Background: an optimization exercise with open tools, aiming at small area. Do not read the settings as production practice. Function was checked by simulation only, so behaviour that the tests miss may differ from the original. Power is estimated from default activity; no workload was simulated.

--- flow/config.mk ---
export PLATFORM = sky130hd
export DESIGN_NAME = reg_bank
export DESIGN_NICKNAME = reg_bank
export VERILOG_FILES = /design/flow/design.v
export SDC_FILE = /design/flow/constraint.sdc
export NUM_CORES = 4
export LEC_CHECK = 0
export CAP_MARGIN = 20
export CORE_MARGIN = 2
export CORE_UTILIZATION = 30
export SETUP_SLACK_MARGIN = 0.6
export SLEW_MARGIN = 20
--- flow/constraint.sdc ---
create_clock -name core_clock -period 7.0 [get_ports {clk}]
set_input_delay 1.4000 -clock core_clock [delete_from_list [all_inputs] [get_ports {clk}]]
set_output_delay 1.4000 -clock core_clock [all_outputs]
set_load 0.01 [all_outputs]
--- flow/design.v ---
package mips_pkg;
    localparam int WORD_W    = 32;
    localparam int REG_IDX_W = 5;
    localparam int CNT_W     = 16;
    localparam logic [REG_IDX_W-1:0] REG_ZERO = 5'd0;
    localparam logic [REG_IDX_W-1:0] REG_SP   = 5'd29;
    localparam logic [REG_IDX_W-1:0] REG_RA   = 5'd31;
    localparam logic [CNT_W-1:0] CNT_MAX = '1;
endpackage
import mips_pkg::*;
module reg_bank_guard
#(
    parameter logic [WORD_W-1:0] STACK_LIMIT = 32'd0
) (
    input  logic                 clk,
    input  logic                 reset,
    input  logic                 commit_i,
    input  logic [REG_IDX_W-1:0] idx_i,
    input  logic [WORD_W-1:0]    data_i,
    output logic                 sp_guard_o,
    output logic [CNT_W-1:0]     wr_count_o
);
    logic             sp_guard_q, sp_guard_d;
    logic [CNT_W-1:0] wr_count_q, wr_count_d;
    always_comb begin
        sp_guard_d = sp_guard_q;
        wr_count_d = wr_count_q;
        if (commit_i && (idx_i == REG_SP) && (data_i < STACK_LIMIT)) begin
            sp_guard_d = 1'b1;
        end
        if (commit_i && (wr_count_q != CNT_MAX)) begin
            wr_count_d = wr_count_q + 1'b1;
        end
    end
    always_ff @(posedge clk or posedge reset) begin
        if (reset) begin
            sp_guard_q <= 1'b0;
            wr_count_q <= '0;
        end else begin
            sp_guard_q <= sp_guard_d;
            wr_count_q <= wr_count_d;
        end
    end
    assign sp_guard_o = sp_guard_q;
    assign wr_count_o = wr_count_q;
endmodule
import mips_pkg::*;
module reg_bank
#(
    parameter logic [WORD_W-1:0] SP_RESET    = 32'd227,
    parameter logic [WORD_W-1:0] STACK_LIMIT = 32'd100,
    parameter bit                BYPASS      = 1'b1
) (
    input  logic                 clk,
    input  logic                 reset,
    input  logic                 RegWrite,
    input  logic [REG_IDX_W-1:0] ReadReg1,
    input  logic [REG_IDX_W-1:0] ReadReg2,
    input  logic [REG_IDX_W-1:0] WriteReg,
    input  logic [WORD_W-1:0]    WriteData,
    output logic [WORD_W-1:0]    ReadData1,
    output logic [WORD_W-1:0]    ReadData2,
    output logic                 sp_guard,
    output logic [CNT_W-1:0]     wr_count
);
    logic              commit;
    logic [WORD_W-1:0] regs_q [1:31];
    logic [WORD_W-1:0] rd_view [32];
    assign commit = RegWrite && (WriteReg != REG_ZERO);
    assign rd_view[0] = '0;
    for (genvar g = 1; g < 32; g++) begin : g_reg
        localparam logic [REG_IDX_W-1:0] IDX     = REG_IDX_W'(g);
        localparam logic [WORD_W-1:0]    RST_VAL = (IDX == REG_SP) ? SP_RESET : '0;
        always_ff @(posedge clk or posedge reset) begin
            if (reset) begin
                regs_q[g] <= RST_VAL;
            end else if (commit && (WriteReg == IDX)) begin
                regs_q[g] <= WriteData;
            end
        end
        assign rd_view[g] = regs_q[g];
    end
    always_comb begin
        ReadData1 = rd_view[ReadReg1];
        ReadData2 = rd_view[ReadReg2];
        if (BYPASS && commit && (ReadReg1 == WriteReg)) begin
            ReadData1 = WriteData;
        end
        if (BYPASS && commit && (ReadReg2 == WriteReg)) begin
            ReadData2 = WriteData;
        end
    end
    reg_bank_guard #(
        .STACK_LIMIT(STACK_LIMIT)
    ) u_guard (
        .clk        (clk),
        .reset      (reset),
        .commit_i   (commit),
        .idx_i      (WriteReg),
        .data_i     (WriteData),
        .sp_guard_o (sp_guard),
        .wr_count_o (wr_count)
    );
endmodule
--- flow/run.sh ---
#!/bin/bash
# synth_recipe.tcl (not shown) runs the flow's synth.tcl, then flattens the netlist and writes it again
# the make line also repeats each setting of config.mk as NAME=value (left out here)
make -C /OpenROAD-flow-scripts/flow DESIGN_CONFIG=/design/flow/config.mk WORK_HOME=/design/flow/orfs CLKGATE_MAP_FILE= SYNTH_SCRIPT=/design/flow/synth_recipe.tcl finish
==> results.txt <==
[synthesized netlist by cell type (6+ instances only)]
master / instances
nor2_2: 7
a32oi_1: 16
o21ai_0: 37
nor3_1: 9
a2111oi_0: 90
a21oi_1: 14
and3_1: 379
nand3_1: 153
nand4_1: 115
nor4_1: 42
or4_1: 33
xor2_1: 8
buf_1: 47
a2111oi_2: 23
mux2_2: 997
buf_4: 6
buf_2: 46
nor2b_1: 9
nand2b_1: 8
xnor2_1: 17
a2111oi_1: 11
buf_6: 13
dfrtp_1: 1004
nand2_1: 137
nand4b_1: 8
a22oi_1: 649
mux2i_1: 11
nand3b_1: 10
clkbuf_1: 333
a22o_1: 34
nor2_1: 89
[final cells by class]
class,count,area share
Antenna cell,20,0.000802
Clock buffer,156,0.0498
Clock inverter,46,0.00898
Inverter,5,0.000361
Multi-Input combinational cell,2993,0.412
Sequential cell,1009,0.405
Tap cell,2310,0.0463
Timing Repair Buffer,511,0.0775
[how the worst max path moves through the flow]
stage | endpoint | start | cells after the start | slack, ns
global placement | ReadData1[21] | ReadReg1[3] | 11 | 0.06
detailed placement | ReadData1[13] | ReadReg1[3] | 10 | 0.07
global route | ReadData1[13] | ReadReg1[2] | 12 | 0.48
floorplan | regs_q[10][0]$_DFFE_PP0P_ | reset | 1 | -8.30
CTS | ReadData1[15] | ReadReg1[2] | 10 | 0.57
finish | ReadData1[13] | ReadReg1[2] | 12 | 0.49
[layer usage]
layer / part of all wire / vias to the layer above / routed length [um] / track usage
li1: - / 17600 / - / -
met1: 0.36 / 24000 / 102000 / 0.387
met2: 0.40 / 4595 / 113000 / 0.434
met3: 0.14 / 1579 / 38800 / 0.117
met4: 0.096 / 22 / 27000 / 0.237
met5: 0.00067 / - / 188 / 0.00222
[worst max-delay path: cells and delay by family]
family                 cells  cell delay [ns]
and+or+nand+nor            4             1.04
buffers and inverters      6             1.88
AOI/OAI and AO/OA          2             0.74
[logic make-up (layout without fill, tap and decap cells)]
kind of cell,after synthesis,in the layout,synth area share
simple gates,1049,1050,0.116
flops,1009,1009,0.487
mux,1008,1008,0.219
compound gates,909,909,0.138
buf+inv,450,718,0.0360
xor+xnor,25,25,0.00422
fa+ha+maj,1,1,0.000241
other cells,0,20,0
[stage by stage]
| step | cell area (um2) | instances | setup WS [ns] | util |
|---|---|---|---|---|
| finish | 62400 | 7050 | 0.486 | 0.363 |
| global route | 62400 | 7035 | 0.483 | 0.363 |
| CTS | 61900 | 7002 | 0.567 | 0.361 |
| detailed placement | 58000 | 6774 | 0.0750 | 0.338 |
| global placement | 57900 | 6770 | 0.0597 | 0.337 |
| floorplan | 51900 | 4451 | -8.30 | - |
[where the power goes]
| group | internal [mW] | switching, mW |
|---|---|---|
| Clock | 3.42 | 2.67 |
| Sequential | 6.98 | 1.20 |
| Combinational | 1.40 | 1.36 |
[sequential cells by signal, indices dropped and copies added (netlist names)]
signal	count
u_guard.wr_count_q	16
regs_q	992
u_guard.sp_guard_q	1
[repair_timing]
item	CTS	global route
pin swaps	10	7
cloned	1	0
gates resized for setup	27	32
hold buffers	0	0
endpoints found under the setup margin	59	45
buffers inserted	25	27
==> results.txt <==
Die X 420 um; Die Y 420 um; Fin Setup TNS 0 ns; routed wire length 281,000 um; Netlist Area Pre-Place 51,900 um2; CORE AREA 172,000 um2; Hold EP u_guard.wr_count_q[5]$_DFFE_PP0P_; R2R depth 7; vias 47,700; First-pass DRT Iterations 10; synth-to-layout area growth 20.3%; max_cap viols 0; worst hold path startpoint u_guard.wr_count_q[5]$_DFFE_PP0P_; port buffer count 130; total power 17.0 mW; ratio of cells with drive above 1 in the final layout 0.371; post-route ant nets 0; final slew viol count 0; DR DRC count 0; outcome timing/DRC/antenna clean; Setup crit end kind primary output; Pwr Density 273 nW/um2; Clock Skew 0.00210 ns; storage element area 25,300 um2; synth warn 4; Routed wire per std cell 39.9 um; Initial Utilization 0.302; CTS Root Cell clkbuf_16; first-pass GRT wire length 382,000 um; Layout Nets 4,680; Cell variety after synth 74; full die area 176,000 um2; r2r setup slk 4.76 ns; # rows 152; Synth Net Count 4,502; Slowest cell on crit path a2111oi_0; register area share after synthesis 0.487; Post-Synthesis Cells 4,451; Final Cycle Share 0.931; CTS sink cnt 1,009; most frequent cells in the layout dfrtp_1 (1,004), mux2_2 (997), a22oi_1 (649), and3_1 (378), buf_4 (324); CP arrival 5.11 ns; critical path class input port to primary output; syn_area_per_cell 11.7 um2; CP startpoint kind input port; I/O pin count 131; Worst-Margin Slew 1.21 ns; fill count 16,600; initial antenna violation count 28; top_reg_cell synth dfrtp_1; number of synthesized register bits 1,009; Post-synth ARST share 1.00; reg2reg start u_guard.wr_count_q[0]$_DFFE_PP0P_; GP Congestion 1.00; worst reg2reg endpoint u_guard.wr_count_q[14]$_DFFE_PP0P_; critical path fanouts, max 31; post-synth top area share 0.484; Clock Path Buffers 3; CTS Buf Count 109; GRT overflow 0; Reg clk slew, reported paths 0.06 ns; DRT iter0 DRCs 9,052; Fmax 154 MHz; Hold Crit Depth 1; Final Hold Fails 0; VDD IR max 0.000206 V; Area contributors post-synth dfrtp_1 (48%), mux2_2 (22%), a22oi_1 (9.4%); Final setup viols 0; crit-path cells clkdlybuf4s50_1 > buf_12 > nand3b_1 > buf_4 > nor2_4 > buf_4 > a2111oi_0 > nand3_1 > nor4_4 > buf_4 > o21ai_0 > clkdlybuf4s50_1; vias in the first global route 45,300; Final min period 6.51 ns; area of the multi-input gates 25,700 um2; RSZ-0062 raised after global routing yes; cell taking the most area after synthesis dfrtp_1; HPWL Detailed 172,000 um; Hold Slack 0.501 ns; EDFF count, synth 0; Req. time, crit path 5.60 ns; CTS tree yes; Leak Pwr 27.7 nW; Largest stage delay, worst path 0.67 ns; critical path's most frequent cell buf_4; clk latency of the worst-skew pair 0.76 ns; Tot GR Track Use 0.312; H-tree Lvls 3; via-per-instance ratio 6.77; largest net degree at the start of global routing 161; Max-Slew Margin vs Limit 0.191; min-delay worst type register to register; most common cell after layout, fill and taps aside dfrtp_1

-- re-timing with driven ports --
The results above use ideal ports. As a check the final layout listed here was re-extracted and re-timed, cells and wires unchanged.
Step 1 (the two cells are an assumption about what drives the block):
set clk [get_ports {clk}]
set_driving_cell -lib_cell sky130_fd_sc_hd__clkbuf_16 $clk
set_driving_cell -lib_cell sky130_fd_sc_hd__buf_2 [delete_from_list [all_inputs] $clk]
Step 2 moves the port delays by t, midway between the first and last clock arrival at a register: inputs arrive t later, outputs are due t later. That takes back most of the time a late clock gives input paths.
Three values: ideal ports, drivers, drivers and shift; two values: the first two.
t, ns: 0.861
slack for setup (ns): 0.486 / 0.417 / 0.417
worst slew at a driven data input, ns: 0.17
After both steps setup and hold are still met in this run. The setup slack of this run moves by -0.069 ns with the drivers and by -0.069 ns with both steps.
